Source: an optimization exercise on an open RTL-to-GDS flow (aim: small area, a short achievable clock period and few clock cycles per item). Production flows keep margins and buffers that such runs may drop.
Only simulation tests tie the RTL to the original design; equivalence was not proved.
Power and IR drop assume default switching activity.

<file path="design/flow/config.mk">
export PLATFORM = sky130hd
export DESIGN_NAME = greedy_first_fit_graph_coloring
export DESIGN_NICKNAME = greedy_first_fit_graph_coloring
export VERILOG_FILES = /design/flow/design.v
export SDC_FILE = /design/flow/constraint.sdc
export NUM_CORES = 4
export LEC_CHECK = 0
export CAP_MARGIN = 30
export CORE_MARGIN = 2
export CORE_UTILIZATION = 27
export SETUP_SLACK_MARGIN = 3
export SLEW_MARGIN = 30
</file>
<file path="design/flow/design.v">
package gffc_pkg;
    localparam int IDX_W       = 6;
    localparam int MASK_W      = 64;
    localparam int COLOR_SPACE = 64;
    localparam int NSTORE      = COLOR_SPACE - 1;
    localparam int NTAB        = COLOR_SPACE - 3;
    localparam int CREDITS     = 4;
endpackage
module gffc_lane #(
    parameter int J = 1
) (
    input  logic                          clk,
    input  logic                          wr_en,
    input  logic [gffc_pkg::IDX_W-1:0]    wr_color,
    input  logic                          nbr,
    output logic [7:0]                    hi,
    output logic [7:0]                    lo
);
    localparam int W = $clog2(J + 1);
    logic [W-1:0]               color_reg;
    logic [gffc_pkg::IDX_W-1:0] color;
    always_ff @(posedge clk)
    begin
        if (wr_en)
        begin
            color_reg <= wr_color[W-1:0];
        end
    end
    assign color = gffc_pkg::IDX_W'(color_reg);
    always_comb
    begin
        for (int g = 0; g < 8; g++)
        begin
            hi[g] = nbr && (color[5:3] == 3'(g));
        end
        for (int b = 0; b < 8; b++)
        begin
            lo[b] = (color[2:0] == 3'(b));
        end
    end
endmodule
module gffc_merge (
    input  logic [gffc_pkg::NSTORE-1:0]   used,
    output logic [gffc_pkg::IDX_W-1:0]    color
);
    logic [63:0]      f0;
    logic [31:0]      f1;
    logic [31:0][0:0] p1;
    logic [15:0]      f2;
    logic [15:0][1:0] p2;
    logic [7:0]       f3;
    logic [7:0][2:0]  p3;
    logic [3:0]       f4;
    logic [3:0][3:0]  p4;
    logic [1:0]       f5;
    logic [1:0][4:0]  p5;
    assign f0 = {1'b1, ~used};
    always_comb
    begin
        for (int i = 0; i < 32; i++)
        begin
            f1[i] = f0[2*i] | f0[2*i+1];
            p1[i] = f0[2*i] ? 1'b0 : 1'b1;
        end
        for (int i = 0; i < 16; i++)
        begin
            f2[i] = f1[2*i] | f1[2*i+1];
            p2[i] = f1[2*i] ? {1'b0, p1[2*i]} : {1'b1, p1[2*i+1]};
        end
        for (int i = 0; i < 8; i++)
        begin
            f3[i] = f2[2*i] | f2[2*i+1];
            p3[i] = f2[2*i] ? {1'b0, p2[2*i]} : {1'b1, p2[2*i+1]};
        end
        for (int i = 0; i < 4; i++)
        begin
            f4[i] = f3[2*i] | f3[2*i+1];
            p4[i] = f3[2*i] ? {1'b0, p3[2*i]} : {1'b1, p3[2*i+1]};
        end
        for (int i = 0; i < 2; i++)
        begin
            f5[i] = f4[2*i] | f4[2*i+1];
            p5[i] = f4[2*i] ? {1'b0, p4[2*i]} : {1'b1, p4[2*i+1]};
        end
    end
    assign color = f5[0] ? {1'b0, p5[0]} : {1'b1, p5[1]};
endmodule
module greedy_first_fit_graph_coloring (
    input  logic                          clk,
    input  logic                          rst_n,
    input  logic                          item_valid,
    output logic                          item_ready,
    input  logic [gffc_pkg::MASK_W-1:0]   item_neighbor_mask,
    input  logic                          item_final_vertex,
    output logic                          result_valid,
    input  logic                          result_ready,
    output logic [gffc_pkg::IDX_W-1:0]    result_vertex_index,
    output logic [gffc_pkg::IDX_W-1:0]    result_assigned_color,
    output logic                          result_graph_done
);
    localparam int NS = gffc_pkg::NSTORE;
    localparam int NT = gffc_pkg::NTAB;
    localparam int CR = gffc_pkg::CREDITS;
    localparam int NLO = (NT + 1) / 2;
    logic [gffc_pkg::IDX_W-1:0] cnt_reg;       
    logic [NS-1:0]              below_reg;     
    logic                       clear_reg;     
    logic [2:0]                 credit_reg;
    logic                       ready_reg;
    logic                       v2_reg;
    logic [CR-1:0]              qv_reg;
    logic [gffc_pkg::IDX_W-1:0] oidx_reg;
    logic [gffc_pkg::IDX_W-1:0] idx2_reg;
    logic                       done2_reg;
    logic                       adj2_reg;
    logic [NS-1:0]              p2_reg;        
    logic [NLO-1:0]             p2lo_reg;      
    logic [gffc_pkg::IDX_W-1:0] last_color_reg;    
    logic [gffc_pkg::IDX_W-1:0] prev_color_reg;    
    logic                       v3_reg;
    logic [gffc_pkg::IDX_W-1:0] idx3_reg;
    logic [gffc_pkg::IDX_W-1:0] color3_reg;        
    logic                       done3_reg;
    logic [CR-1:0][gffc_pkg::IDX_W-1:0] qc_reg;
    logic [CR-1:0]                      qd_reg;
    logic                       accept;
    logic                       pop;
    logic                       in_last;
    logic [2:0]                 credit_next;
    logic [NT-1:0]              nbr;
    logic                       adj;
    logic                       adj_b;
    logic                       adj2b_reg;
    logic [NT-1:0][7:0]         lane_hi;
    logic [NT-1:0][7:0]         lane_lo;
    logic [NS-1:0]              p1;
    logic [NLO-1:0]             p1lo;
    logic [NS-1:0]              used2;
    logic [gffc_pkg::IDX_W-1:0] color;
    logic [CR-1:0]              qv_next;
    logic [CR-1:0][gffc_pkg::IDX_W-1:0] qc_next;
    logic [CR-1:0]              qd_next;
    logic [CR-1:0]                      hv, sv;
    logic [CR-1:0][gffc_pkg::IDX_W-1:0] hc, sc;
    logic [CR-1:0]                      hd, sd;
    logic                               hp, sp;
    assign item_ready = ready_reg;
    assign accept     = item_valid && ready_reg;
    assign pop        = qv_reg[0] && result_ready;
    assign in_last    = item_final_vertex || below_reg[NS-1];
    assign credit_next = credit_reg + 3'(accept) - 3'(pop);
    always_ff @(posedge clk or negedge rst_n)
    begin
        if (!rst_n)
        begin
            cnt_reg    <= '0;
            clear_reg  <= 1'b1;
            credit_reg <= '0;
            ready_reg  <= 1'b0;
            v2_reg     <= 1'b0;
            v3_reg     <= 1'b0;
            qv_reg     <= '0;
            oidx_reg   <= '0;
        end
        else
        begin
            if (accept)
            begin
                cnt_reg <= in_last ? '0 : cnt_reg + gffc_pkg::IDX_W'(1);
            end
            clear_reg  <= 1'b0;
            credit_reg <= credit_next;
            ready_reg  <= (credit_next < 3'(CR));
            v2_reg     <= accept;
            v3_reg     <= v2_reg;
            qv_reg     <= qv_next;
            if (pop)
            begin
                oidx_reg <= qd_reg[0] ? '0 : oidx_reg + gffc_pkg::IDX_W'(1);
            end
        end
    end
    always_ff @(posedge clk)
    begin
        if (clear_reg || (accept && in_last))
        begin
            below_reg <= '0;
        end
        else if (accept)
        begin
            below_reg <= {below_reg[NS-2:0], 1'b1};
        end
    end
    always_comb
    begin
        for (int j = 0; j < NT; j++)
        begin
            nbr[j] = item_neighbor_mask[j] && below_reg[j+2];
        end
        adj   = 1'b0;
        adj_b = 1'b0;
        for (int j = 0; j < NS - 1; j++)
        begin
            adj = adj | (item_neighbor_mask[j] && below_reg[j] && !below_reg[j+1]);
        end
        adj = adj | (item_neighbor_mask[NS-1] && below_reg[NS-1]);
        for (int j = 0; j < NS - 2; j++)
        begin
            adj_b = adj_b | (item_neighbor_mask[j] && below_reg[j+1] && !below_reg[j+2]);
        end
        adj_b = adj_b | (item_neighbor_mask[NS-2] && below_reg[NS-1]);
    end
    assign lane_hi[0] = {7'b0, nbr[0]};
    assign lane_lo[0] = 8'b1;
    for (genvar j = 1; j < NT; j++)
    begin : g_lane
        gffc_lane #(
            .J (j)
        ) u_lane (
            .clk      (clk),
            .wr_en    (v3_reg && (idx3_reg == gffc_pkg::IDX_W'(j))),
            .wr_color (color3_reg),
            .nbr      (nbr[j]),
            .hi       (lane_hi[j]),
            .lo       (lane_lo[j])
        );
    end
    always_comb
    begin
        p1   = '0;
        p1lo = '0;
        for (int c = 0; c < NT; c++)
        begin
            for (int j = c; j < NT; j++)
            begin
                if (j < NLO)
                begin
                    p1lo[c] = p1lo[c] | (lane_hi[j][c / 8] & lane_lo[j][c % 8]);
                end
                else
                begin
                    p1[c] = p1[c] | (lane_hi[j][c / 8] & lane_lo[j][c % 8]);
                end
            end
        end
    end
    always_ff @(posedge clk)
    begin
        p2_reg    <= p1;
        p2lo_reg  <= p1lo;
        adj2_reg  <= adj;
        idx2_reg  <= cnt_reg;
        done2_reg <= in_last;
        adj2b_reg <= adj_b;
        idx3_reg  <= idx2_reg;
        color3_reg <= color;
        done3_reg <= done2_reg;
        if (v2_reg)
        begin
            last_color_reg <= color;
            prev_color_reg <= last_color_reg;
        end
    end
    assign used2 = p2_reg
                 | NS'(p2lo_reg)
                 | (adj2_reg  ? (NS'(1) << last_color_reg) : '0)
                 | (adj2b_reg ? (NS'(1) << prev_color_reg) : '0);
    gffc_merge u_merge (
        .used  (used2),
        .color (color)
    );
    always_comb
    begin
        hp = 1'b0;
        for (int k = 0; k < CR; k++)
        begin
            hv[k] = qv_reg[k];
            hc[k] = qc_reg[k];
            hd[k] = qd_reg[k];
            if (v3_reg && !hp && !qv_reg[k])
            begin
                hv[k] = 1'b1;
                hc[k] = color3_reg;
                hd[k] = done3_reg;
                hp    = 1'b1;
            end
        end
        sp = 1'b0;
        for (int k = 0; k < CR; k++)
        begin
            sv[k] = (k < CR - 1) ? qv_reg[(k + 1) % CR] : 1'b0;
            sc[k] = qc_reg[(k + 1) % CR];
            sd[k] = qd_reg[(k + 1) % CR];
            if (v3_reg && !sp && !sv[k])
            begin
                sv[k] = 1'b1;
                sc[k] = color3_reg;
                sd[k] = done3_reg;
                sp    = 1'b1;
            end
        end
        qv_next = pop ? sv : hv;
        qc_next = pop ? sc : hc;
        qd_next = pop ? sd : hd;
    end
    always_ff @(posedge clk)
    begin
        qc_reg <= qc_next;
        qd_reg <= qd_next;
    end
    assign result_valid          = qv_reg[0];
    assign result_vertex_index   = oidx_reg;
    assign result_assigned_color = qc_reg[0];
    assign result_graph_done     = qd_reg[0];
endmodule
</file>
<file path="design/flow/constraint.sdc">
create_clock -name core_clock -period 6.0 [get_ports {clk}]
set_input_delay 1.2000 -clock core_clock [delete_from_list [all_inputs] [get_ports {clk}]]
set_output_delay 1.2000 -clock core_clock [all_outputs]
set_load 0.01 [all_outputs]
</file>
<file path="design/flow/run.sh">
#!/bin/bash
# synth_recipe.tcl (not shown) runs the flow's synth.tcl, then flattens the netlist and writes it again
# the make line also repeats each setting of config.mk as NAME=value (left out here)
make -C /OpenROAD-flow-scripts/flow DESIGN_CONFIG=/design/flow/config.mk WORK_HOME=/design/flow/orfs CLKGATE_MAP_FILE= SYNTH_SCRIPT=/design/flow/synth_recipe.tcl finish
</file>
==> reports/results.md, run 1 <==
| Parameter | Reported |
|---|---|
| Yosys warning count | 62 |
| Arrival time at the worst endpoint | 3.63 ns |
| Number of enable-type register cells in the synthesized netlist | 343 |
| P&R area growth vs syn | 24.6% |
| Post-Synthesis Cell Area | 34300 µm² |
| Library cell with the largest summed area after synthesis | sky130_fd_sc_hd__edfxtp_1 |
| Number of top-level design ports | 84 |
| Tot Pwr | 0.00977 W |
| Setup skew after layout | 0.0593 ns |
| Static leakage power | 13.6 nW |
| Top post-synthesis cells by area | sky130_fd_sc_hd__edfxtp_1 30%, sky130_fd_sc_hd__o22ai_1 11%, sky130_fd_sc_hd__dfxtp_1 10%, sky130_fd_sc_hd__nand2_1 5.4%, sky130_fd_sc_hd__nor2_1 4.7% |
| Largest register FFs | 303 |
| Final max-slew violation count | 0 |
| Fraction of registers with async set or reset after synthesis | 0.0424 |
| Floorplan core area | 126000 µm² |
| Detailed Route Iter0 Violations | 7850 |
| Non-filler cells in the finished layout | 6014 |
| Max rail drop VDD | 0.220 mV |
| Clock-pin slew on the worst setup and hold paths | 0.06 ns |
| Count of input and output buffers | 82 |
| Tmin final | 3.22 ns |
| Fin Setup TNS | 0 ns |
| Setup repair after global routing missed its margin | true |
| Net count after synthesis | 4034 |
| Placed instance area | 38100 µm² |
| DR vias/cell | 7.25 |
| Die Height | 360 µm |
| Number of cell instances on the worst register-to-register path | 6 |
| Clk_lat worst skew | 0.72 ns |
| Highest attainable clock frequency | 0.311 GHz |
| Endpoint kind of the worst setup timing path | register |
| Pin count of the biggest net entering global routing | 68 |
| Worst setup SP type | input pin |
| Sequential share of the synthesized area | 0.420 |
| Num rows | 130 |
| Pin slew with the least headroom to its limit | 1.18 ns |
| Prevailing post-synth register cell | sky130_fd_sc_hd__edfxtp_1 |
| Slew HR | 0.209 |
| TritonRoute pass-1 iters | 7 |
| Outcome | timing/DRC/antenna clean |
| Min-Delay Path Depth | 0 |
| Level count of the clock H-tree | 3 |
| Finished Cell Area | 42800 µm² |
| Estimated wirelength of the detail-placed design | 239000 µm |
| Cell area power density | 229 nW/µm² |
| Total number of vias | 43600 |
| Final cycle utilization of the critical path | 0.537 |
| Startpoint of the lowest-slack hold path | idx2_reg[2] |
| Post-detailed-route count of antenna-violating nets | 0 |
| Number of placed cells counting well taps | 5729 |
| Global placer's final weighted congestion | 1.14 |
| Max Fanout on Critical Path | 7 |
| Total number of clock tree sinks | 543 |
| Number of library cell types mapped by synthesis | 103 |
| Master cell of the clock root buffer | sky130_fd_sc_hd__clkbuf_16 |
| Post-layout net count | 4333 |
| Initial cell density of the core | 0.272 |
| Chip Width | 360 µm |
| Clock Path Buffers | 3 |
| Antenna violations before repair | 62 |
| Beginning of the worst register-to-register path | g_lane[42].u_lane.color_reg[2] |
| Clock tree from TritonCTS | yes |
| Most instantiated library cell after synthesis | sky130_fd_sc_hd__o22ai_1 |
| Routed length per instance | 52.1 µm |
| Count of max-cap constraint violations | 0 |
| Global-route wire length before repair | 399000 µm |
| Fraction of layout cells with a size suffix above 1 | 0.191 |
| Most common library cells after synthesis | 623 x sky130_fd_sc_hd__o22ai_1, 495 x sky130_fd_sc_hd__nand2_1, 432 x sky130_fd_sc_hd__nor2_1 |
| Fraction of synthesized cell area taken by the top area cell type | 0.300 |
| Data required, critical path | 6.41 ns |
| Hold Violations, Final | 0 |
| Number of instances in the synthesized netlist | 3960 |
| DRC violation count after routing | 0 |
| Min-delay worst type | register to register |
| Post-synthesis area per instance | 8.66 µm² |
| Sum of overflow across all layers after global routing | 0 |
| Vias in the first global route | 38800 |
| Wire length reported by the detailed router | 313000 µm |
| Final hold slack | 0.325 ns |
| Number of buffers created by CTS | 69 |
| Seq cells post-synth | 543 |
| Die area | 130000 µm² |
| Total setup violations reported at the end of the flow | 0 |
| R2R setup slack | 2.82 ns |
| Class of the most critical setup path | input pin to register |
| Endpoint of the worst hold-timing path | idx3_reg[2] |
| Tot GR Track Use | 0.465 |
| Crit Reg-Reg Endpoint | p2_reg[34] |
critical path: stages:
cell and delay (ns):
sky130_fd_sc_hd__dlygate4sd2_1 0.39, sky130_fd_sc_hd__and3_2 0.34, sky130_fd_sc_hd__nand2_1 0.39, sky130_fd_sc_hd__o22ai_1 0.18, sky130_fd_sc_hd__a311oi_1 0.65, sky130_fd_sc_hd__nand3_2 0.46
worst max path at each step:
| stage | slack (ns) | depth (start not counted) | startpoint | to |
|---|---|---|---|---|
| floorplan | 3.02 | 10 | item_valid | ready_reg |
| detailed placement | 1.33 | 7 | item_neighbor_mask[52] | p2_reg[35] |
| CTS | 2.99 | 8 | item_neighbor_mask[16] | p2lo_reg[13] |
| finish | 2.78 | 6 | item_neighbor_mask[54] | p2_reg[48] |
| global route | 2.96 | 8 | prev_color_reg[2] | last_color_reg[1] |
| global placement | 1.23 | 8 | item_neighbor_mask[48] | p2_reg[18] |
stage by stage:
step	util	worst slack, ns
3_5_place_dp	0.303	1.33
3_3_place_gp	0.302	1.23
5_1_grt	0.339	2.96
6_report	0.340	2.78
2_1_floorplan	-	3.02
4_1_cts	0.334	2.99
layout by cell type, fill, tap and decap left out, types with 90 or more instances in the layout:
master,n
sky130_fd_sc_hd__nand2_1,435
sky130_fd_sc_hd__nor2b_1,98
sky130_fd_sc_hd__nand3_1,126
sky130_fd_sc_hd__nand3b_1,143
sky130_fd_sc_hd__nor2_1,420
sky130_fd_sc_hd__o22ai_1,616
sky130_fd_sc_hd__nor4_1,91
sky130_fd_sc_hd__buf_4,270
sky130_fd_sc_hd__a21oi_1,115
sky130_fd_sc_hd__dfxtp_1,172
sky130_fd_sc_hd__nor3_1,90
sky130_fd_sc_hd__edfxtp_1,343
where the power goes:
part / switching [W] / internal (W) / leakage (nW)
Sequential: 0.000151 / 0.00414 / 4.97
Clock: 0.00191 / 0.00257 / 1.18
Combinational: 0.000662 / 0.000344 / 7.46
final cells by class:
class / instances / area, µm²
Antenna cell: 48 / 120
Clock buffer: 95 / 2010
Clock inverter: 33 / 399
Fill cell: 13200 / 83100
Inverter: 51 / 193
Multi-Input combinational cell: 3203 / 20200
Sequential cell: 543 / 14400
Tap cell: 1650 / 2060
Timing Repair Buffer: 391 / 3360
routing by layer:
layer,up-vias,global-route usage,part of all wire
met5,-,0.00148,0.00066
met4,28,0.328,0.088
met3,1188,0.217,0.15
met2,4180,0.621,0.38
met1,21800,0.582,0.38
li1,16400,-,-
repair_timing:
action	CTS	global route
hold buffers	0	0
hold endpoints to repair	0	0
buffers inserted	81	24
endpoints found under the setup margin	84	68
gates resized for setup	226	95
pin swaps	48	30
logic make-up after synthesis:
| group | share of synthesized area |
|---|---|
| XOR/XNOR | 0.000511 |
| AND/OR/NAND/NOR | 0.307 |
| flip-flops | 0.420 |
| other | 0.000109 |
| multiplexers | 0.0101 |
| buffers and inverters | 0.0258 |
| adder cells (fa/ha/maj) | 0.00204 |
| AO/OA/AOI/OAI | 0.234 |
Testbench counts, summed over its fixed seeds: cycles 24,024, items 24,000.
==> inputs of run 2 (changes only) <==
--- a/design/flow/config.mk
+++ b/design/flow/config.mk
@@ -8,5 +8,5 @@
 export CAP_MARGIN = 30
 export CORE_MARGIN = 2
-export CORE_UTILIZATION = 27
+export CORE_UTILIZATION = 24
 export SETUP_SLACK_MARGIN = 3
 export SLEW_MARGIN = 30
==> run 2 against run 1 <==
  * Register-to-register slack about the same
  * Die area increased by 12%
  * Worst hold slack improved by 0.00059 ns
  * First-iteration DRC count increased by 0.14%
  * Setup slack got worse by 0.018 ns
  * Critical path type unchanged
==> reports/results.md, run 2 <==
| Parameter | Reported |
|---|---|
| Level count of the clock H-tree | 3 |
| Sum of overflow across all layers after global routing | 0 |
| Class of the most critical setup path | input pin to register |
| Highest attainable clock frequency | 0.309 GHz |
| Clk_lat worst skew | 0.68 ns |
| Vias in the first global route | 38300 |
| Fraction of registers with async set or reset after synthesis | 0.0424 |
| DRC violation count after routing | 0 |
| Worst setup SP type | input pin |
| Met2 Usage GRT | 0.523 |
| Min-Delay Path Depth | 0 |
| Floorplan core area | 142000 µm² |
| Most instantiated library cell after synthesis | sky130_fd_sc_hd__o22ai_1 |
| Total number of clock tree sinks | 543 |
| Routed length per instance | 47.0 µm |
| Clock tree from TritonCTS | yes |
| Number of instances in the synthesized netlist | 3960 |
| Prevailing post-synth register cell | sky130_fd_sc_hd__edfxtp_1 |
| Post-layout net count | 4248 |
| Library cell with the largest summed area after synthesis | sky130_fd_sc_hd__edfxtp_1 |
| Post-synthesis area per instance | 8.66 µm² |
| Die Height | 382 µm |
| Share of power burned in registers | 0.452 |
| Setup repair after global routing missed its margin | true |
| Total setup violations reported at the end of the flow | 0 |
| Number of placed cells counting well taps | 5913 |
| Count of buffering cells on the critical path with inverters included | 1 |
| Global-route wire length before repair | 371000 µm |
| Number of enable-type register cells in the synthesized netlist | 343 |
| Beginning of the worst register-to-register path | g_lane[47].u_lane.color_reg[1] |
| DR vias/cell | 6.98 |
| Pin count of the biggest net entering global routing | 72 |
| Die area | 146000 µm² |
| Endpoint kind of the worst setup timing path | register |
| Tmin final | 3.24 ns |
| Highest-count cells in the layout ignoring fill and taps | 620 x sky130_fd_sc_hd__o22ai_1, 435 x sky130_fd_sc_hd__nand2_1, 420 x sky130_fd_sc_hd__nor2_1, 343 x sky130_fd_sc_hd__edfxtp_1, 199 x sky130_fd_sc_hd__buf_4 |
| Endpoint of the worst hold-timing path | idx3_reg[3] |
| Global placer's final weighted congestion | 1.14 |
| Seq cells post-synth | 543 |
| Number of library cell types mapped by synthesis | 103 |
| Cell area power density | 225 nW/µm² |
| Fraction of synthesized cell area taken by the top area cell type | 0.300 |
| Fin Setup TNS | 0 ns |
| Net Switching | 0.00255 W |
| Wire length reported by the detailed router | 289000 µm |
| Slew HR | 0.186 |
| Critical path startpoint | item_neighbor_mask[53] |
| Net count after synthesis | 4034 |
| Static leakage power | 13.1 nW |
| Non-filler cells in the finished layout | 6148 |
| Post-Synthesis Cell Area | 34300 µm² |
| Worst-path cell chain | buf_2 > nand3_1 > nor2_1 > nand2_1 > o221ai_1 > or3_4 > nor3_1 > nand4_1 |
| Crit Reg-Reg Endpoint | p2_reg[8] |
| R2R setup slack | 2.83 ns |
| Sequential share of the synthesized area | 0.420 |
| Estimated wirelength of the detail-placed design | 223000 µm |
| Grt met3 use | 0.148 |
| Hold bufs inserted after CTS | 0 |
| P&R area growth vs syn | 22.6% |
| Delay of the slowest critical-path stage | 0.56 ns |
| Global-route track usage on met1 | 0.478 |
| Max rail drop VDD | 0.241 mV |
| Number of buffers created by CTS | 69 |
| Switch share | 0.269 |
| Num rows | 138 |
| Master cell of the clock root buffer | sky130_fd_sc_hd__clkbuf_16 |
| Pin slew with the least headroom to its limit | 1.21 ns |
| Number of cell instances on the worst register-to-register path | 6 |
| Internal Dissipation | 0.00692 W |
| Hold Violations, Final | 0 |
| Top post-synthesis cells by area | sky130_fd_sc_hd__edfxtp_1 30%, sky130_fd_sc_hd__o22ai_1 11%, sky130_fd_sc_hd__dfxtp_1 10%, sky130_fd_sc_hd__nand2_1 5.4%, sky130_fd_sc_hd__nor2_1 4.7% |
| Count of input and output buffers | 82 |
| Clock-pin slew on the worst setup and hold paths | 0.06 ns |
| Family of cells with the greatest summed delay on the critical path | simple AND/OR/NAND/NOR gates |
| Crit-path slowest cell | sky130_fd_sc_hd__or3_4 |
| Final cycle utilization of the critical path | 0.539 |
| Chip Width | 382 µm |
| Clock share of power | 0.444 |
| Largest register FFs | 303 |
| Global route hottest layer | met2 |
| Startpoint of the lowest-slack hold path | idx2_reg[3] |
| Total number of vias | 42900 |
| Arrival time at the worst endpoint | 3.61 ns |
| Number of top-level design ports | 84 |
| Commonest non-fill, non-tap cell in the layout | sky130_fd_sc_hd__o22ai_1 |
| Detailed Route Iter0 Violations | 7861 |
| Min-delay worst type | register to register |
| Clock Path Buffers | 3 |
| Outcome | timing/DRC/antenna clean |
| Yosys warning count | 62 |
| Max Fanout on Critical Path | 5 |
| Antenna violations before repair | 46 |
| Fraction of layout cells with a size suffix above 1 | 0.165 |
| Tot GR Track Use | 0.379 |
| Setup skew after layout | 0.0238 ns |
| Post-detailed-route count of antenna-violating nets | 0 |
| Power share of the combinational group | 0.104 |
| Final max-slew violation count | 0 |
| Most common library cells after synthesis | 623 x sky130_fd_sc_hd__o22ai_1, 495 x sky130_fd_sc_hd__nand2_1, 432 x sky130_fd_sc_hd__nor2_1 |
| TritonRoute pass-1 iters | 9 |
| Initial cell density of the core | 0.242 |
| Count of max-cap constraint violations | 0 |
| Data required, critical path | 6.38 ns |
[run 2: cell counts after synthesis]
Identical to the previous run, type by type.
[run 2: timing repair]
action | 4_1_cts | 5_1_grt
pin swaps | 30 | 31
buffers inserted | 58 | 21
gates resized for setup | 200 | 102
endpoints found under the setup margin | 79 | 49
[run 2: cells by family (layout without fill, tap and decap cells)]
| kind of cell | count (synthesis) | in the layout | share of synthesized area |
|---|---|---|---|
| other | 1 | 29 | 0.000109 |
| AO/OA/AOI/OAI | 1183 | 1183 | 0.234 |
| adder cells (fa/ha/maj) | 5 | 5 | 0.00204 |
| flip-flops | 543 | 543 | 0.420 |
| buffers and inverters | 214 | 484 | 0.0258 |
| AND/OR/NAND/NOR | 1981 | 1981 | 0.307 |
| multiplexers | 31 | 31 | 0.0101 |
| XOR/XNOR | 2 | 2 | 0.000511 |
[run 2: how the worst max path moves through the flow]
stage                 end  slack [ns]  cells past startpoint
3_3_place_gp   p2_reg[11]        1.38                      9
6_report       p2_reg[30]        2.76                      8
4_1_cts        p2_reg[18]        3.00                      7
3_5_place_dp   p2_reg[19]        1.49                      8
5_1_grt        p2_reg[29]        2.87                      8
2_1_floorplan   ready_reg        3.02                     10
[run 2: through the flow]
step / util / power [W] / setup WS (ns) / hold slack, ns / instance area (µm²)
after global routing: 0.296 / 0.00976 / 2.87 / 0.328 / 42000
after floorplan: - / 0.00482 / 3.02 / 0.310 / 34300
after global placement: 0.267 / 0.00522 / 1.38 / 0.310 / 37900
final: 0.297 / 0.00947 / 2.76 / 0.325 / 42100
after detailed placement: 0.268 / 0.00524 / 1.49 / 0.312 / 38000
after CTS: 0.292 / 0.00950 / 3.00 / 0.327 / 41400
[run 2: layer usage]
metal | up-vias | wire, µm
met5 | - | 180
met1 | 21200 | 110000
met2 | 4226 | 113000
met4 | 28 | 25500
met3 | 1196 | 40100
li1 | 16200 | -
[run 2: area by class of cell]
| class | count | area [µm²] |
|---|---|---|
| Clock buffer | 95 | 1980 |
| Clock inverter | 32 | 304 |
| Multi-Input combinational cell | 3203 | 20100 |
| Fill cell | 15100 | 99700 |
| Antenna cell | 28 | 70.1 |
| Sequential cell | 543 | 14400 |
| Inverter | 51 | 195 |
| Timing Repair Buffer | 306 | 2610 |
| Tap cell | 1890 | 2360 |
[run 2: power by group through the flow]
stage	Combinational, W	Clock [W]	Sequential, W
global route	0.00104	0.00441	0.00430
global placement	0.000822	0	0.00440
detailed placement	0.000835	0	0.00441
finish	0.000984	0.00421	0.00428
floorplan	0.000483	0	0.00433
CTS	0.000943	0.00428	0.00428
==> inputs of run 3 (changes only) <==
--- a/design/flow/config.mk
+++ b/design/flow/config.mk
@@ -9,4 +9,4 @@
 export CORE_MARGIN = 2
 export CORE_UTILIZATION = 24
-export SETUP_SLACK_MARGIN = 3
+export SETUP_SLACK_MARGIN = 3.4
 export SLEW_MARGIN = 30
==> run 3 against run 2 <==
  * Cell count is 3.3% higher
  * Sequential power hardly changed
  * Register-to-register slack better by 0.29 ns
  * Worst hold slack worse by 0.0070 ns
  * Count of clock-buffer cells in the layout is 13 lower
  * Maximum frequency is 12% higher
  * Non-clock buffer count is 196 higher
  * Utilization is 2.4 points higher
  * First-iteration DRC count is 0.79% lower
  * Design area is 8.0% higher
  * Largest power group unchanged
==> reports/results.md, run 3 <==
| Parameter | Reported |
|---|---|
| Fraction of synthesized cell area taken by the top area cell type | 0.300 |
| Top post-synthesis cells by area | sky130_fd_sc_hd__edfxtp_1 30%, sky130_fd_sc_hd__o22ai_1 11%, sky130_fd_sc_hd__dfxtp_1 10%, sky130_fd_sc_hd__nand2_1 5.4%, sky130_fd_sc_hd__nor2_1 4.7% |
| Pin count of the biggest net entering global routing | 68 |
| Global-route wire length before repair | 397000 µm |
| Hold Violations, Final | 0 |
| DRC violation count after routing | 0 |
| Beginning of the worst register-to-register path | last_color_reg[0] |
| Seq cells post-synth | 543 |
| Fraction of layout cells with a size suffix above 1 | 0.264 |
| Fin Setup TNS | 0 ns |
| P&R area growth vs syn | 32.4% |
| Post-layout net count | 4444 |
| Most instantiated library cell after synthesis | sky130_fd_sc_hd__o22ai_1 |
| DR vias/cell | 6.95 |
| Level count of the clock H-tree | 3 |
| Global placer's final weighted congestion | 1.12 |
| Die area | 146000 µm² |
| Post-synthesis area per instance | 8.66 µm² |
| Master cell of the clock root buffer | sky130_fd_sc_hd__clkbuf_16 |
| Setup repair after global routing missed its margin | true |
| Crit Reg-Reg Endpoint | last_color_reg[1] |
| Setup skew after layout | 0.0292 ns |
| Startpoint of the lowest-slack hold path | idx2_reg[4] |
| Largest register FFs | 303 |
| Worst setup SP type | register |
| Detailed Route Iter0 Violations | 7799 |
| Most common library cells after synthesis | 623 x sky130_fd_sc_hd__o22ai_1, 495 x sky130_fd_sc_hd__nand2_1, 432 x sky130_fd_sc_hd__nor2_1 |
| Estimated wirelength of the detail-placed design | 236000 µm |
| Floorplan core area | 142000 µm² |
| Number of buffers created by CTS | 67 |
| Library cell with the largest summed area after synthesis | sky130_fd_sc_hd__edfxtp_1 |
| Number of instances in the synthesized netlist | 3960 |
| Layout fillers | 14900 |
| Clock-pin slew on the worst setup and hold paths | 0.06 ns |
| Clk_lat worst skew | 0.69 ns |
| Commonest non-fill, non-tap cell in the layout | sky130_fd_sc_hd__o22ai_1 |
| Data required, critical path | 6.41 ns |
| Min-Delay Path Depth | 0 |
| Final max-slew violation count | 0 |
| Post-Synthesis Cell Area | 34300 µm² |
| Class of the most critical setup path | register to register |
| Sum of overflow across all layers after global routing | 0 |
| Num rows | 138 |
| Sequential share of the synthesized area | 0.420 |
| Routed length per instance | 49.0 µm |
| Total number of clock tree sinks | 543 |
| Endpoint kind of the worst setup timing path | register |
| Die Height | 382 µm |
| Count of input and output buffers | 82 |
| Count of max-cap constraint violations | 0 |
| Sequential standard cell area | 14400 µm² |
| Endpoint of the worst hold-timing path | idx3_reg[4] |
| Post-detailed-route count of antenna-violating nets | 0 |
| Net count after synthesis | 4034 |
| Fraction of registers with async set or reset after synthesis | 0.0424 |
| Max Fanout on Critical Path | 11 |
| Final hold slack | 0.318 ns |
| Number of library cell types mapped by synthesis | 103 |
| Number of cell instances on the worst register-to-register path | 10 |
| Slew HR | 0.197 |
| Tmin final | 2.88 ns |
| Chip Width | 382 µm |
| Tot GR Track Use | 0.409 |
| Initial cell density of the core | 0.242 |
| Clock Path Buffers | 3 |
| Pin slew with the least headroom to its limit | 1.20 ns |
| Arrival time at the worst endpoint | 3.29 ns |
| Clock tree from TritonCTS | yes |
| Number of enable-type register cells in the synthesized netlist | 343 |
| TritonRoute pass-1 iters | 7 |
| Prevailing post-synth register cell | sky130_fd_sc_hd__edfxtp_1 |
| Cell area power density | 209 nW/µm² |
| R2R setup slack | 3.12 ns |
| Total setup violations reported at the end of the flow | 0 |
| Min-delay worst type | register to register |
| Max rail drop VDD | 0.219 mV |
| Static leakage power | 14.8 nW |
| Hold bufs inserted after CTS | 0 |
| Vias in the first global route | 39400 |
| Yosys warning count | 62 |
| Wire length reported by the detailed router | 311000 µm |
| Number of top-level design ports | 84 |
| Area occupied by multi-input gates | 21600 µm² |
| Final cycle utilization of the critical path | 0.480 |
| Outcome | timing/DRC/antenna clean |
| Total number of vias | 44100 |
| Highest-count cells in the layout ignoring fill and taps | 612 x sky130_fd_sc_hd__o22ai_1, 393 x sky130_fd_sc_hd__nor2_1, 381 x sky130_fd_sc_hd__nand2_1, 349 x sky130_fd_sc_hd__buf_4, 343 x sky130_fd_sc_hd__edfxtp_1 |
| Highest attainable clock frequency | 0.347 GHz |
| Antenna violations before repair | 43 |
[run 3: cell type report]
cell class | instances | share of cell area
sequential | 543 | 0.318
clock inverter | 41 | 0.00865
timing repair buffer | 502 | 0.0986
antenna | 35 | 0.00193
tap | 1890 | 0.0521
inverter | 51 | 0.00427
clock buffer | 82 | 0.0402
multi-input combinational | 3205 | 0.476
[run 3: critical path, stage by stage (launching register included)]
cell and delay [ns]:
sky130_fd_sc_hd__edfxtp_1 0.43, sky130_fd_sc_hd__buf_12 0.18, sky130_fd_sc_hd__nor4b_4 0.36, sky130_fd_sc_hd__buf_4 0.19
sky130_fd_sc_hd__a221oi_1 0.17, sky130_fd_sc_hd__nor4_2 0.35, sky130_fd_sc_hd__inv_1 0.15, sky130_fd_sc_hd__nor2_4 0.16
sky130_fd_sc_hd__nand2_2 0.12, sky130_fd_sc_hd__o311ai_4 0.36, sky130_fd_sc_hd__o31ai_4 0.13
[run 3: repair_timing]
item / in CTS / in global routing
setup endpoints to repair: 204 / 87
cloned: 2 / 1
buffers inserted: 186 / 57
endpoints found under the hold margin: 0 / 0
pin swaps: 141 / 90
resized for setup: 701 / 165
[run 3: logic make-up (layout without fill, tap and decap cells)]
| family | Yosys count | count (layout) | share of synthesized area |
|---|---|---|---|
| and+or+nand+nor | 1981 | 1983 | 0.307 |
| adders and majority gates | 5 | 5 | 0.00204 |
| buffers and inverters | 214 | 676 | 0.0258 |
| muxes | 31 | 31 | 0.0101 |
| xor gates and xnor gates | 2 | 2 | 0.000511 |
| DFF | 543 | 543 | 0.420 |
| AOI/OAI and AO/OA | 1183 | 1183 | 0.234 |
| other | 1 | 36 | 0.000109 |
[run 3: per-stage QoR]
step	power [W]	utilization	setup slack, ns	cells	instance area (µm²)
2_1_floorplan	0.00485	-	3.30	3960	34400
3_3_place_gp	0.00527	0.270	1.16	5939	38200
3_5_place_dp	0.00529	0.270	1.27	5945	38300
4_1_cts	0.00952	0.311	3.13	6256	44100
5_1_grt	0.00979	0.320	3.07	6324	45300
6_report	0.00951	0.320	3.12	6349	45400
[run 3: worst max-delay path by stage]
stage                            from                 to  slack [ns]
4_1_cts        item_neighbor_mask[37]         p2_reg[18]        3.13
6_report            last_color_reg[0]  last_color_reg[1]        3.12
2_1_floorplan  item_neighbor_mask[52]         p2_reg[35]        3.30
5_1_grt             prev_color_reg[1]  last_color_reg[3]        3.07
3_3_place_gp   item_neighbor_mask[49]         p2_reg[26]        1.16
3_5_place_dp   item_neighbor_mask[52]         p2_reg[18]        1.27
[run 3: power breakdown]
part           internal, W  leakage (nW)  switching [W]
logic             0.000410          8.70       0.000716
clock network      0.00233          1.09        0.00177
registers          0.00414          4.97       0.000142
total              0.00688          14.8        0.00263
[run 3: layer usage]
metal,vias up,track usage,share of wire
met2,4210,0.555,0.39
met4,28,0.295,0.090
met5,-,0.000331,0.00061
met3,1142,0.165,0.14
li1,16700,-,-
met1,22100,0.519,0.39
==> inputs of run 4 (changes only) <==
--- a/design/flow/config.mk
+++ b/design/flow/config.mk
@@ -8,5 +8,5 @@
 export CAP_MARGIN = 30
 export CORE_MARGIN = 2
-export CORE_UTILIZATION = 24
+export CORE_UTILIZATION = 27
 export SETUP_SLACK_MARGIN = 3.4
 export SLEW_MARGIN = 30
==> run 4 against run 3 <==
  * Still clean on timing, DRC and antenna
  * Combinational power is 4% higher
  * Flip-flop and latch count did not move
  * Worst hold slack better by 0.0031 ns
  * Total power grew 3.2%
  * Design area grew 1.0%
  * Via count up 0.59%
  * Synthesized cell count did not move
  * Critical path depth down 1
  * First-iteration DRC count rose by 7.4%
  * Count of clock-buffer cells in the layout up 4
  * Critical endpoint is now last_color_reg[3]
==> reports/results.md, run 4 <==
| Parameter | Reported |
|---|---|
| Clock tree from TritonCTS | yes |
| Setup repair after global routing missed its margin | true |
| Global-route wire length before repair | 386000 µm |
| Fraction of registers with async set or reset after synthesis | 0.0424 |
| Endpoint kind of the worst setup timing path | register |
| Worst setup SP type | register |
| Post-layout net count | 4523 |
| Max Fanout on Critical Path | 8 |
| Floorplan core area | 126000 µm² |
| Clock-pin slew on the worst setup and hold paths | 0.06 ns |
| TritonRoute pass-1 iters | 9 |
| Estimated wirelength of the detail-placed design | 228000 µm |
| Slew HR | 0.282 |
| Number of top-level design ports | 84 |
| Count of input and output buffers | 82 |
| Die area | 130000 µm² |
| Master cell of the clock root buffer | sky130_fd_sc_hd__clkbuf_16 |
| Yosys warning count | 62 |
| Static leakage power | 15.2 nW |
| Vias in the first global route | 39200 |
| Pin slew with the least headroom to its limit | 1.08 ns |
| Setup skew after layout | 0.0714 ns |
| Library cell with the largest summed area after synthesis | sky130_fd_sc_hd__edfxtp_1 |
| Number of instances in the synthesized netlist | 3960 |
| Met3 wire length | 43100 µm |
| Top post-synthesis cells by area | sky130_fd_sc_hd__edfxtp_1 30%, sky130_fd_sc_hd__o22ai_1 11%, sky130_fd_sc_hd__dfxtp_1 10%, sky130_fd_sc_hd__nand2_1 5.4%, sky130_fd_sc_hd__nor2_1 4.7% |
| Seq cells post-synth | 543 |
| Chip Width | 360 µm |
| Clock Path Buffers | 3 |
| Count of buffering cells on the critical path with inverters included | 1 |
| Total number of vias | 44400 |
| Post-synthesis area per instance | 8.66 µm² |
| Post-detailed-route count of antenna-violating nets | 0 |
| Total setup violations reported at the end of the flow | 0 |
| Final cycle utilization of the critical path | 0.481 |
| Final max-slew violation count | 0 |
| Die Height | 360 µm |
| Sum of overflow across all layers after global routing | 0 |
| Fin Setup TNS | 0 ns |
| Global placer's final weighted congestion | 1.11 |
| Top metal layer carrying routed signals | met5 |
| Number of enable-type register cells in the synthesized netlist | 343 |
| DRC violation count after routing | 0 |
| P&R area growth vs syn | 33.8% |
| Wire length reported by the detailed router | 302000 µm |
| Detailed Route Iter0 Violations | 8376 |
| Number of cells on the critical path | 9 |
| Tot GR Track Use | 0.446 |
| Highest attainable clock frequency | 0.346 GHz |
| Total number of clock tree sinks | 543 |
| Number of library cell types mapped by synthesis | 103 |
| Hold Violations, Final | 0 |
| Class of the most critical setup path | register to register |
| Arrival time at the worst endpoint | 3.33 ns |
| Delay of the slowest critical-path stage | 0.49 ns |
| Most instantiated library cell after synthesis | sky130_fd_sc_hd__o22ai_1 |
| Wire length on met1 | 116000 µm |
| Min-delay worst type | register to register |
| Fraction of synthesized cell area taken by the top area cell type | 0.300 |
| Sequential share of the synthesized area | 0.420 |
| Routed length on met2 | 116000 µm |
| Net count after synthesis | 4034 |
| Largest register FFs | 303 |
| Routed length per instance | 48.9 µm |
| Data required, critical path | 6.45 ns |
| Worst-path cell chain | buf_12 > nor4b_4 > a211oi_1 > a21oi_1 > and4b_1 > and2_4 > nand3_4 > a31oi_4 > a2111oi_4 |
| Count of max-cap constraint violations | 0 |
| Fraction of layout cells with a size suffix above 1 | 0.279 |
| Outcome | timing/DRC/antenna clean |
| Hold bufs inserted after CTS | 0 |
| Clk_lat worst skew | 0.74 ns |
| Level count of the clock H-tree | 3 |
| Family of cells with the greatest summed delay on the critical path | simple AND/OR/NAND/NOR gates |
| Cell area power density | 214 nW/µm² |
| Post-Synthesis Cell Area | 34300 µm² |
| Prevailing post-synth register cell | sky130_fd_sc_hd__edfxtp_1 |
| Initial cell density of the core | 0.272 |
| DR vias/cell | 7.18 |
| Num rows | 130 |
| Tot Pwr | 0.00981 W |
| Tmin final | 2.89 ns |
| Min-Delay Path Depth | 0 |
| Number of cell instances on the worst register-to-register path | 9 |
| Max rail drop VDD | 0.257 mV |
| Number of buffers created by CTS | 68 |
| Most common library cells after synthesis | 623 x sky130_fd_sc_hd__o22ai_1, 495 x sky130_fd_sc_hd__nand2_1, 432 x sky130_fd_sc_hd__nor2_1 |
| Crit-path slowest cell | sky130_fd_sc_hd__edfxtp_1 |
| Pin count of the biggest net entering global routing | 67 |
| Commonest non-fill, non-tap cell in the layout | sky130_fd_sc_hd__o22ai_1 |
| Antenna violations before repair | 40 |
| Highest-count cells in the layout ignoring fill and taps | 610 x sky130_fd_sc_hd__o22ai_1, 418 x sky130_fd_sc_hd__buf_4, 396 x sky130_fd_sc_hd__nor2_1, 377 x sky130_fd_sc_hd__nand2_1, 343 x sky130_fd_sc_hd__edfxtp_1 |
run 4: report_power, final:
group,switching (W),total [W],internal [W],leakage [nW]
sequential,0.000143,0.00428,0.00414,4.97
clock,0.00189,0.00437,0.00247,1.11
combinational,0.000754,0.00117,0.000416,9.09
total,0.00279,0.00981,0.00702,15.2
run 4: final cells by class:
| cell class | instances | area, µm² |
|---|---|---|
| well taps | 1650 | 2060 |
| repair buffers | 579 | 5150 |
| flip-flops and latches | 543 | 14400 |
| fillers | 13000 | 80000 |
| inverters | 51 | 193 |
| diodes | 32 | 80.1 |
| multi-input cells | 3206 | 21600 |
| clock inverters | 40 | 438 |
| clock buffers | 86 | 1870 |
run 4: per-stage QoR:
step | area [µm²] | utilization | setup slack [ns] | hold slack, ns | std cells
2_1_floorplan | 34400 | - | 3.30 | 0.310 | 3960
3_3_place_gp | 37900 | 0.301 | 1.39 | 0.310 | 5697
3_5_place_dp | 38000 | 0.302 | 1.42 | 0.312 | 5699
4_1_cts | 44000 | 0.349 | 3.26 | 0.326 | 6043
5_1_grt | 45800 | 0.364 | 3.09 | 0.328 | 6164
6_report | 45900 | 0.364 | 3.11 | 0.321 | 6187
run 4: path summary, 6_finish.rpt:
path	start	end	slack (ns)
max	prev_color_reg[2]	last_color_reg[3]	3.11
min	idx2_reg[5]	idx3_reg[5]	0.32
max reg2reg	prev_color_reg[2]	last_color_reg[3]	3.11
min reg2reg	idx2_reg[5]	idx3_reg[5]	0.32
max in group asynchronous	rst_n	clear_reg	4.84
min in group asynchronous	rst_n	ready_reg	0.85
run 4: worst reg2reg max path, cell delays in order, from the launching register on:
cell,delay [ns]
sky130_fd_sc_hd__edfxtp_1,0.49
sky130_fd_sc_hd__buf_12,0.21
sky130_fd_sc_hd__nor4b_4,0.44
sky130_fd_sc_hd__a211oi_1,0.21
sky130_fd_sc_hd__a21oi_1,0.39
sky130_fd_sc_hd__and4b_1,0.29
sky130_fd_sc_hd__and2_4,0.18
sky130_fd_sc_hd__nand3_4,0.14
sky130_fd_sc_hd__a31oi_4,0.23
sky130_fd_sc_hd__a2111oi_4,0.07
run 4: per-layer routing:
layer  track usage  vias to the layer above
met2         0.605                     4240
met1         0.568                    22200
met5       0.00407                        -
li1              -                    16900
met3         0.189                     1102
met4         0.301                       26
run 4: logic make-up (layout without fill, tap and decap cells):
family / count (synthesis) / count (layout) / share of synthesized area
AO/OA/AOI/OAI: 1183 / 1183 / 0.234
buffers and inverters: 214 / 756 / 0.0258
XOR/XNOR: 2 / 2 / 0.000511
multiplexers: 31 / 31 / 0.0101
other: 1 / 33 / 0.000109
AND/OR/NAND/NOR: 1981 / 1984 / 0.307
adder cells (fa/ha/maj): 5 / 5 / 0.00204
flip-flops: 543 / 543 / 0.420
run 4: repair_timing:
action,4_1_cts,5_1_grt
buffers inserted,215,110
resized for setup,648,262
pin swaps,136,107
cloned,3,1
setup endpoints to repair,130,85
hold endpoints to repair,0,0
==> inputs of run 5 (changes only) <==
==> design/flow/flow/run.sh (new file) <==
#!/bin/bash
# The standard layout (the standard.sh: standard synthesis and ORFS steps,
# unchanged), with one difference: the buffers ORFS puts on the input and
# output ports are plain buffers (buf_4) instead of the delay cells that
# buffer_ports would otherwise pick.
set -euo pipefail
export BUFFER_PORTS_ARGS="-buffer_cell sky130_fd_sc_hd__buf_4"
bash standard.sh finish > standard_flow.log 2>&1
==> design/flow/standard.sh (new file) <==
#!/bin/bash
# synth_recipe.tcl (not shown) runs the flow's synth.tcl, then flattens the netlist and writes it again
# the make line also repeats each setting of config.mk as NAME=value (left out here)
make -C /OpenROAD-flow-scripts/flow DESIGN_CONFIG=/design/flow/config.mk WORK_HOME=/design/flow/orfs CLKGATE_MAP_FILE= SYNTH_SCRIPT=/design/flow/synth_recipe.tcl "${@:-finish}"
--- a/design/flow/config.mk
+++ b/design/flow/config.mk
@@ -8,5 +8,5 @@
 export CAP_MARGIN = 30
 export CORE_MARGIN = 2
-export CORE_UTILIZATION = 27
-export SETUP_SLACK_MARGIN = 3.4
+export CORE_UTILIZATION = 26
+export SETUP_SLACK_MARGIN = 3
 export SLEW_MARGIN = 30
removed: design/flow/run.sh
==> run 5 against run 4 <==
  * Largest power group is now sequential cells
  * Clock power is 5.0% lower
  * Via count is 4.8% lower
  * Still clean on timing, DRC and antenna
  * First-iteration DRC count fell by 4.4%
  * Count of clock-buffer cells in the layout fell by 12
  * Highest routed layer unchanged
  * Sequential power barely moved
  * Critical path depth shrank 2
  * Setup slack worse by 0.32 ns
==> reports/results.md, run 5 <==
| Parameter | Reported |
|---|---|
| Outcome | timing/DRC/antenna clean |
| Setup repair after global routing missed its margin | true |
| Hold Violations, Final | 0 |
| Number of top-level design ports | 84 |
| Net count after synthesis | 4034 |
| Total number of clock tree sinks | 543 |
| Number of enable-type register cells in the synthesized netlist | 343 |
| Class of the most critical setup path | input pin to register |
| Count of max-cap constraint violations | 0 |
| Estimated wirelength of the detail-placed design | 227000 µm |
| Highest attainable clock frequency | 0.312 GHz |
| DRC violation count after routing | 0 |
| Seq cells post-synth | 543 |
| Power share of the combinational group | 0.104 |
| Most instantiated library cell after synthesis | sky130_fd_sc_hd__o22ai_1 |
| Num rows | 133 |
| Wire length reported by the detailed router | 295000 µm |
| Yosys warning count | 62 |
| Max Fanout on Critical Path | 7 |
| Net Switching | 0.00254 W |
| Setup skew after layout | 0.0286 ns |
| Number of library cell types mapped by synthesis | 103 |
| Data required, critical path | 6.45 ns |
| Detailed Route Iter0 Violations | 8006 |
| Slew HR | 0.267 |
| Final cycle utilization of the critical path | 0.534 |
| Chip Width | 367 µm |
| Global placer's final weighted congestion | 1.11 |
| Prevailing post-synth register cell | sky130_fd_sc_hd__edfxtp_1 |
| Pin count of the biggest net entering global routing | 73 |
| Min-delay worst type | register to register |
| Critical path startpoint | item_neighbor_mask[50] |
| Clock Path Buffers | 3 |
| Routed length per instance | 49.6 µm |
| Total number of vias | 42300 |
| Arrival time at the worst endpoint | 3.65 ns |
| Count of input and output buffers | 82 |
| Global-route wire length before repair | 377000 µm |
| Worst setup SP type | input pin |
| Largest register FFs | 303 |
| Initial cell density of the core | 0.262 |
| Number of instances in the synthesized netlist | 3960 |
| Post-synthesis area per instance | 8.66 µm² |
| Final max-slew violation count | 0 |
| Beginning of the worst register-to-register path | g_lane[45].u_lane.color_reg[3] |
| Antenna violations before repair | 39 |
| Die area | 135000 µm² |
| Final setup slack of the worst path | 2.80 ns |
| Internal Dissipation | 0.00689 W |
| Clk_lat worst skew | 0.70 ns |
| Total setup violations reported at the end of the flow | 0 |
| Sequential share of the synthesized area | 0.420 |
| Switch share | 0.269 |
| DR vias/cell | 7.10 |
| Library cell with the largest summed area after synthesis | sky130_fd_sc_hd__edfxtp_1 |
| Fin Setup TNS | 0 ns |
| Post-Route Utilization | 0.311 |
| Post-placement worst setup slack | 1.87 ns |
| TritonRoute pass-1 iters | 9 |
| Sum of overflow across all layers after global routing | 0 |
| Floorplan core area | 131000 µm² |
| Clock share of power | 0.440 |
| Final hold slack | 0.324 ns |
| Post-layout net count | 4199 |
| Most common library cells after synthesis | 623 x sky130_fd_sc_hd__o22ai_1, 495 x sky130_fd_sc_hd__nand2_1, 432 x sky130_fd_sc_hd__nor2_1 |
| P&R area growth vs syn | 18.8% |
| Clock tree from TritonCTS | yes |
| Fraction of layout cells with a size suffix above 1 | 0.155 |
| Number of buffers created by CTS | 61 |
| Level count of the clock H-tree | 2 |
| Cell area power density | 231 nW/µm² |
| Tot GR Track Use | 0.419 |
| Fraction of registers with async set or reset after synthesis | 0.0424 |
| Share of power burned in registers | 0.456 |
| Tmin final | 3.20 ns |
| Startpoint of the lowest-slack hold path | idx2_reg[1] |
| Layout fillers | 14000 |
| Vias in the first global route | 37800 |
| Clock-pin slew on the worst setup and hold paths | 0.06 ns |
| Commonest non-fill, non-tap cell in the layout | sky130_fd_sc_hd__o22ai_1 |
| Fraction of synthesized cell area taken by the top area cell type | 0.300 |
| Highest-count cells in the layout ignoring fill and taps | 623 x sky130_fd_sc_hd__o22ai_1, 464 x sky130_fd_sc_hd__nand2_1, 428 x sky130_fd_sc_hd__nor2_1, 343 x sky130_fd_sc_hd__edfxtp_1, 251 x sky130_fd_sc_hd__buf_4 |
| Master cell of the clock root buffer | sky130_fd_sc_hd__clkbuf_16 |
| Die Height | 367 µm |
| Post-detailed-route count of antenna-violating nets | 0 |
| Pin slew with the least headroom to its limit | 1.10 ns |
| Top post-synthesis cells by area | sky130_fd_sc_hd__edfxtp_1 30%, sky130_fd_sc_hd__o22ai_1 11%, sky130_fd_sc_hd__dfxtp_1 10%, sky130_fd_sc_hd__nand2_1 5.4%, sky130_fd_sc_hd__nor2_1 4.7% |
| Static leakage power | 12.5 nW |
| Max rail drop VDD | 0.253 mV |
| Endpoint kind of the worst setup timing path | register |
| Post-Synthesis Cell Area | 34300 µm² |
[run 5: cell types whose count changed in the layout (fill, tap and decap cells not counted), sizes merged]
cell	delta
nand2	-1
dlymetal6s2s	-2
buf	-278
diode	-11
and3b	-2
clkinv	+2
clkdlybuf4s50	-8
dlygate4sd2	-9
clkinvlp	-3
clkbuf	-14
clkdlybuf4s15	-15
bufinv	+3
[run 5: final timing paths]
check                              end  slack, ns  cells past startpoint
max                         p2_reg[25]       2.80                      7
min                        idx3_reg[1]       0.32                      0
max reg2reg                 p2_reg[25]       2.91                      5
min reg2reg                idx3_reg[1]       0.32                      0
max in group asynchronous    clear_reg       5.28                      1
min in group asynchronous    ready_reg       0.41                      1
[run 5: layout make-up]
type	count	area (µm²)	area share
Clock inverter	42	497	0.0122
Antenna cell	21	52.6	0.00129
Sequential cell	543	14400	0.354
Timing Repair Buffer	265	2090	0.0513
Multi-Input combinational cell	3203	19600	0.480
Clock buffer	74	1730	0.0425
Inverter	51	191	0.00470
Tap cell	1755	2200	0.0539
[run 5: kinds of logic after synthesis]
logic type	Yosys count	synth area share
xor+xnor	2	0.000511
buf+inv	214	0.0258
mux	31	0.0101
simple gates	1981	0.307
compound gates	1183	0.234
flops	543	0.420
other cells	1	0.000109
fa+ha+maj	5	0.00204
[run 5: per-stage QoR]
step           std cells  total power (W)  instance area [µm²]
5_1_grt             5942          0.00967                40700
2_1_floorplan       3960          0.00482                34300
3_5_place_dp        5769          0.00524                37600
4_1_cts             5911          0.00940                40200
3_3_place_gp        5765          0.00522                37500
6_report            5954          0.00943                40800
[run 5: what timing repair did]
| action | 4_1_cts | 5_1_grt |
|---|---|---|
| pin swaps | 5 | 14 |
| gates resized for setup | 39 | 50 |
| gates cloned | 0 | 1 |
| hold buffers | 0 | 0 |
| setup buffers | 26 | 19 |
| setup endpoints to repair | 33 | 26 |
[run 5: power groups by stage]
stage	Clock, W	Combinational (W)	Sequential (W)
2_1_floorplan	0	0.000483	0.00433
3_3_place_gp	0	0.000803	0.00442
3_5_place_dp	0	0.000814	0.00443
4_1_cts	0.00419	0.000920	0.00429
5_1_grt	0.00432	0.00103	0.00432
6_report	0.00415	0.000980	0.00430
[run 5: per-layer routing]
layer	global-route usage	up-vias	part of all wire
met5	0	-	0.00045
met4	0.282	20	0.085
met3	0.133	1032	0.13
met2	0.584	3887	0.39
met1	0.549	21200	0.39
li1	-	16100	-
[run 5: worst max-delay path, stage by stage]
cell                      delay (ns)
sky130_fd_sc_hd__buf_4          0.14
sky130_fd_sc_hd__and3_1         0.19
sky130_fd_sc_hd__nand2_1        0.29
sky130_fd_sc_hd__buf_4          0.33
sky130_fd_sc_hd__o22ai_1        0.12
sky130_fd_sc_hd__nor4_1         0.91
sky130_fd_sc_hd__nand4_1        0.44
==> inputs of run 6 (changes only) <==
--- a/design/flow/config.mk
+++ b/design/flow/config.mk
@@ -8,5 +8,5 @@
 export CAP_MARGIN = 30
 export CORE_MARGIN = 2
-export CORE_UTILIZATION = 26
+export CORE_UTILIZATION = 24
 export SETUP_SLACK_MARGIN = 3
 export SLEW_MARGIN = 30
==> run 6 against run 5 <==
  * Combinational power is 2% lower
  * Worst hold slack better by 0.0023 ns
  * Critical path type unchanged
  * Die area is 8.2% higher
  * Total power is 4.6% lower
  * Largest cell class unchanged
==> reports/results.md, run 6 <==
| Parameter | Reported |
|---|---|
| Fin Setup TNS | 0 ns |
| Grt met3 use | 0.154 |
| TritonRoute pass-1 iters | 9 |
| Num rows | 138 |
| Total setup violations reported at the end of the flow | 0 |
| Data required, critical path | 6.47 ns |
| DRC violation count after routing | 0 |
| Post-synthesis area per instance | 8.66 µm² |
| Antenna violations before repair | 45 |
| Die Height | 382 µm |
| Clock tree from TritonCTS | yes |
| Largest register FFs | 303 |
| Tmin final | 3.35 ns |
| Net count after synthesis | 4034 |
| Sequential share of the synthesized area | 0.420 |
| Post-Synthesis Cell Area | 34300 µm² |
| Max rail drop VDD | 0.302 mV |
| Number of top-level design ports | 84 |
| Pin count of the biggest net entering global routing | 73 |
| Most common library cells after synthesis | 623 x sky130_fd_sc_hd__o22ai_1, 495 x sky130_fd_sc_hd__nand2_1, 432 x sky130_fd_sc_hd__nor2_1 |
| Total number of vias | 42000 |
| Cell area power density | 220 nW/µm² |
| Final max-slew violation count | 0 |
| Fraction of synthesized cell area taken by the top area cell type | 0.300 |
| Critical path startpoint | item_neighbor_mask[50] |
| Hold bufs inserted after CTS | 0 |
| Pin slew with the least headroom to its limit | 1.16 ns |
| Commonest non-fill, non-tap cell in the layout | sky130_fd_sc_hd__o22ai_1 |
| Routed length per instance | 46.1 µm |
| Prevailing post-synth register cell | sky130_fd_sc_hd__edfxtp_1 |
| Endpoint kind of the worst setup timing path | register |
| Seq cells post-synth | 543 |
| Outcome | timing/DRC/antenna clean |
| Level count of the clock H-tree | 2 |
| DR vias/cell | 6.89 |
| Class of the most critical setup path | input pin to register |
| Top post-synthesis cells by area | sky130_fd_sc_hd__edfxtp_1 30%, sky130_fd_sc_hd__o22ai_1 11%, sky130_fd_sc_hd__dfxtp_1 10%, sky130_fd_sc_hd__nand2_1 5.4%, sky130_fd_sc_hd__nor2_1 4.7% |
| Hold Violations, Final | 0 |
| Global-route wire length before repair | 362000 µm |
| Fraction of layout cells with a size suffix above 1 | 0.160 |
| Count of input and output buffers | 82 |
| Max Fanout on Critical Path | 8 |
| Fraction of registers with async set or reset after synthesis | 0.0424 |
| Final cycle utilization of the critical path | 0.558 |
| Startpoint of the lowest-slack hold path | done2_reg |
| Floorplan core area | 142000 µm² |
| Most instantiated library cell after synthesis | sky130_fd_sc_hd__o22ai_1 |
| Sum of overflow across all layers after global routing | 0 |
| Highest attainable clock frequency | 0.299 GHz |
| Number of enable-type register cells in the synthesized netlist | 343 |
| Post-detailed-route count of antenna-violating nets | 0 |
| Slew HR | 0.216 |
| Global route hottest layer | met2 |
| Total number of clock tree sinks | 543 |
| Clock-pin slew on the worst setup and hold paths | 0.06 ns |
| Detailed Route Iter0 Violations | 8027 |
| Master cell of the clock root buffer | sky130_fd_sc_hd__clkbuf_16 |
| Highest-count cells in the layout ignoring fill and taps | 622 x sky130_fd_sc_hd__o22ai_1, 453 x sky130_fd_sc_hd__nand2_1, 424 x sky130_fd_sc_hd__nor2_1, 343 x sky130_fd_sc_hd__edfxtp_1, 257 x sky130_fd_sc_hd__buf_4 |
| Initial cell density of the core | 0.242 |
| Yosys warning count | 62 |
| Number of buffers created by CTS | 60 |
| Estimated wirelength of the detail-placed design | 214000 µm |
| Worst setup SP type | input pin |
| Wire length reported by the detailed router | 281000 µm |
| Global placer's final weighted congestion | 1.13 |
| Min-delay worst type | register to register |
| Number of library cell types mapped by synthesis | 103 |
| Met2 Usage GRT | 0.508 |
| Beginning of the worst register-to-register path | below_reg[60] |
| P&R area growth vs syn | 19.4% |
| Clk_lat worst skew | 0.70 ns |
| Clock Path Buffers | 3 |
| Chip Width | 382 µm |
| Arrival time at the worst endpoint | 3.81 ns |
| Vias in the first global route | 37300 |
| Setup skew after layout | 0.0311 ns |
| Setup repair after global routing missed its margin | true |
| Tot GR Track Use | 0.368 |
| Die area | 146000 µm² |
| Count of max-cap constraint violations | 0 |
| Post-layout net count | 4210 |
| Global-route track usage on met1 | 0.465 |
| Static leakage power | 12.6 nW |
| Post-Route Utilization | 0.289 |
| Library cell with the largest summed area after synthesis | sky130_fd_sc_hd__edfxtp_1 |
| Number of instances in the synthesized netlist | 3960 |
run 6: power by group:
part           total, W  internal (W)  switching (W)
logic          0.000960      0.000335       0.000625
clock network   0.00374       0.00206        0.00168
registers       0.00429       0.00413       0.000160
total           0.00900       0.00653        0.00247
run 6: critical path, cell delays in order:
cell and delay [ns]:
sky130_fd_sc_hd__buf_4 0.14, sky130_fd_sc_hd__and3_1 0.23, sky130_fd_sc_hd__nand2_1 0.54, sky130_fd_sc_hd__o22ai_1 0.20
sky130_fd_sc_hd__or4_1 0.56, sky130_fd_sc_hd__nor4_1 0.52, sky130_fd_sc_hd__nand2_1 0.41
run 6: stage by stage:
stage | cells | instance area [µm²] | worst slack [ns] | power [W] | hold slack [ns]
2_1_floorplan | 3960 | 34300 | 3.02 | 0.00482 | 0.310
3_3_place_gp | 5888 | 37500 | 1.74 | 0.00519 | 0.311
3_5_place_dp | 5891 | 37600 | 1.81 | 0.00521 | 0.312
4_1_cts | 6043 | 40100 | 2.88 | 0.00900 | 0.327
5_1_grt | 6079 | 40900 | 2.89 | 0.00928 | 0.332
6_report | 6102 | 41000 | 2.65 | 0.00900 | 0.326
run 6: final timing paths:
path	end	cells past startpoint	slack, ns
max	p2_reg[19]	7	2.65
min	done3_reg	0	0.33
max reg2reg	p2_reg[40]	6	2.86
min reg2reg	done3_reg	0	0.33
max in group asynchronous	clear_reg	1	5.31
min in group asynchronous	ready_reg	1	0.40
run 6: layer usage:
layer	routed length, µm	vias to the layer above	part of all wire
li1	-	16200	-
met1	108000	20900	0.39
met2	110000	3823	0.39
met3	38200	1041	0.14
met4	23700	42	0.084
met5	489	-	0.0017
run 6: final cells by class:
| type | count | area [µm²] |
|---|---|---|
| fillers | 15100 | 101000 |
| multi-input cells | 3204 | 19700 |
| flip-flops and latches | 543 | 14400 |
| well taps | 1890 | 2360 |
| repair buffers | 276 | 2230 |
| clock buffers | 69 | 1600 |
| clock inverters | 45 | 390 |
| inverters | 51 | 195 |
| diodes | 24 | 60.1 |
run 6: logic make-up after synthesis:
family,share of synthesized area
xor+xnor,0.000511
buf+inv,0.0258
compound gates,0.234
mux,0.0101
simple gates,0.307
flops,0.420
other cells,0.000109
fa+ha+maj,0.00204
run 6: timing repair:
| action | CTS | global route |
|---|---|---|
| gates resized for setup | 43 | 83 |
| pin swaps | 6 | 24 |
| gates cloned | 0 | 1 |
| setup buffers | 38 | 33 |
| setup endpoints to repair | 27 | 26 |
| hold endpoints to repair | 0 | 0 |
==> inputs of run 7 (changes only) <==
--- a/design/flow/config.mk
+++ b/design/flow/config.mk
@@ -9,4 +9,4 @@
 export CORE_MARGIN = 2
 export CORE_UTILIZATION = 24
-export SETUP_SLACK_MARGIN = 3
+export SETUP_SLACK_MARGIN = 3.4
 export SLEW_MARGIN = 30
==> run 7 against run 6 <==
  * Still clean on timing, DRC and antenna
  * First-iteration DRC count is 3.7% lower
  * Area after synthesis stayed put
  * Flip-flop and latch count is the same
  * Wire length up 7.8%
  * Die area is the same
  * Global-route usage up 3.0 points
  * Sequential share of layout area down 3.0 points
  * Clock skew grew 0.056 ns
  * Design area rose by 9.2%
  * Via count grew 2.5%
  * Non-clock buffer count up 165
  * Critical endpoint is now p2_reg[35]
==> reports/results.md, run 7 <==
| Parameter | Reported |
|---|---|
| Outcome | timing/DRC/antenna clean |
| Share of power burned in registers | 0.441 |
| Global-route wire length before repair | 387000 µm |
| Global placer's final weighted congestion | 1.10 |
| Layout fillers | 14800 |
| Class of the most critical setup path | register to register |
| Switch share | 0.279 |
| Master cell of the clock root buffer | sky130_fd_sc_hd__clkbuf_16 |
| Floorplan core area | 142000 µm² |
| Seq cells post-synth | 543 |
| Most instantiated library cell after synthesis | sky130_fd_sc_hd__o22ai_1 |
| Fraction of synthesized cell area taken by the top area cell type | 0.300 |
| Number of library cell types mapped by synthesis | 103 |
| Static leakage power | 14.6 nW |
| Number of instances in the synthesized netlist | 3960 |
| Wire length on met1 | 120000 µm |
| Post-layout net count | 4382 |
| Post-synthesis area per instance | 8.66 µm² |
| Min-delay worst type | register to register |
| Hold bufs inserted after CTS | 0 |
| Antenna violations before repair | 44 |
| Number of enable-type register cells in the synthesized netlist | 343 |
| Sequential standard cell area | 14400 µm² |
| Vias in the first global route | 38800 |
| Hold Violations, Final | 0 |
| Beginning of the worst register-to-register path | g_lane[38].u_lane.color_reg[1] |
| Highest-count cells in the layout ignoring fill and taps | 618 x sky130_fd_sc_hd__o22ai_1, 407 x sky130_fd_sc_hd__nor2_1, 405 x sky130_fd_sc_hd__nand2_1, 364 x sky130_fd_sc_hd__buf_4, 343 x sky130_fd_sc_hd__edfxtp_1 |
| Top metal layer carrying routed signals | met5 |
| Slew HR | 0.158 |
| Clock-pin slew on the worst setup and hold paths | 0.06 ns |
| Library cell with the largest summed area after synthesis | sky130_fd_sc_hd__edfxtp_1 |
| Estimated wirelength of the detail-placed design | 234000 µm |
| DR vias/cell | 6.85 |
| Cell area power density | 218 nW/µm² |
## run 7: cell types whose count changed in the layout (fill, tap and decap cells not counted), moves of 16 or more
| cell | previous run | this run |
|---|---|---|
| sky130_fd_sc_hd__nor2_1 | 424 | 407 |
| sky130_fd_sc_hd__nor4_2 | 18 | 34 |
| sky130_fd_sc_hd__nor2_2 | 7 | 24 |
| sky130_fd_sc_hd__buf_4 | 257 | 364 |
| sky130_fd_sc_hd__nor4_1 | 105 | 74 |
| sky130_fd_sc_hd__nand2_4 | 6 | 42 |
| sky130_fd_sc_hd__buf_12 | 9 | 37 |
| sky130_fd_sc_hd__a221oi_1 | 52 | 35 |
| sky130_fd_sc_hd__or3_4 | 4 | 21 |
| sky130_fd_sc_hd__nand3_1 | 140 | 121 |
| sky130_fd_sc_hd__buf_6 | 9 | 31 |
| sky130_fd_sc_hd__nand2_1 | 453 | 405 |
## run 7: how the worst max path moves through the flow
stage,slack (ns),from,cells past startpoint,endpoint
finish,3.03,g_lane[38].u_lane.color_reg[1],5,p2_reg[35]
global route,3.10,prev_color_reg[3],10,last_color_reg[3]
CTS,3.11,item_neighbor_mask[34],9,p2_reg[30]
detailed placement,1.75,item_neighbor_mask[54],10,p2_reg[35]
global placement,1.72,item_neighbor_mask[54],10,p2_reg[35]
floorplan,3.30,item_neighbor_mask[52],7,p2_reg[35]
## run 7: repair_timing
action	in CTS	in global routing
cloned	2	0
endpoints found under the setup margin	138	94
pin swaps	65	88
setup buffers	124	91
resized for setup	273	217
## run 7: cell families after synthesis
group | Yosys count | synth area share
compound gates | 1183 | 0.234
simple gates | 1981 | 0.307
flops | 543 | 0.420
xor+xnor | 2 | 0.000511
other cells | 1 | 0.000109
mux | 31 | 0.0101
fa+ha+maj | 5 | 0.00204
buf+inv | 214 | 0.0258
## run 7: through the flow
| stage | instance area (µm²) | std cells | power [W] | util | setup slack [ns] |
|---|---|---|---|---|---|
| after global placement | 37800 | 5904 | 0.00525 | 0.266 | 1.72 |
| after global routing | 44700 | 6270 | 0.0100 | 0.315 | 3.10 |
| after CTS | 42700 | 6162 | 0.00971 | 0.301 | 3.11 |
| after floorplan | 34400 | 3960 | 0.00485 | - | 3.30 |
| after detailed placement | 38000 | 5912 | 0.00528 | 0.268 | 1.75 |
| final | 44700 | 6290 | 0.00975 | 0.315 | 3.03 |
## run 7: layout make-up
cell class | instances | area share
multi-input combinational | 3204 | 0.477
sequential | 543 | 0.323
timing repair buffer | 441 | 0.0889
tap | 1890 | 0.0529
clock buffer | 85 | 0.0411
clock inverter | 39 | 0.0106
inverter | 51 | 0.00436
antenna | 37 | 0.00207
## run 7: power by group through the flow
stage	Combinational, W	Clock [W]	Sequential, W
final	0.00111	0.00434	0.00430
after detailed placement	0.000844	0	0.00443
after floorplan	0.000508	0	0.00434
after CTS	0.00103	0.00439	0.00430
after global placement	0.000829	0	0.00442
after global routing	0.00116	0.00452	0.00432
## run 7: worst max-delay path, cell delays in order, from the launching register on
cell and delay [ns]:
sky130_fd_sc_hd__edfxtp_1 0.49, sky130_fd_sc_hd__nand3b_1 0.68, sky130_fd_sc_hd__o22ai_1 0.21, sky130_fd_sc_hd__or4_4 0.65
sky130_fd_sc_hd__or4_4 0.50, sky130_fd_sc_hd__or2_1 0.29
## run 7: layer usage
metal / up-vias / GRT usage
met4: 20 / 0.289
met1: 21700 / 0.515
met5: - / 0
li1: 16500 / -
met3: 989 / 0.131
met2: 3787 / 0.549
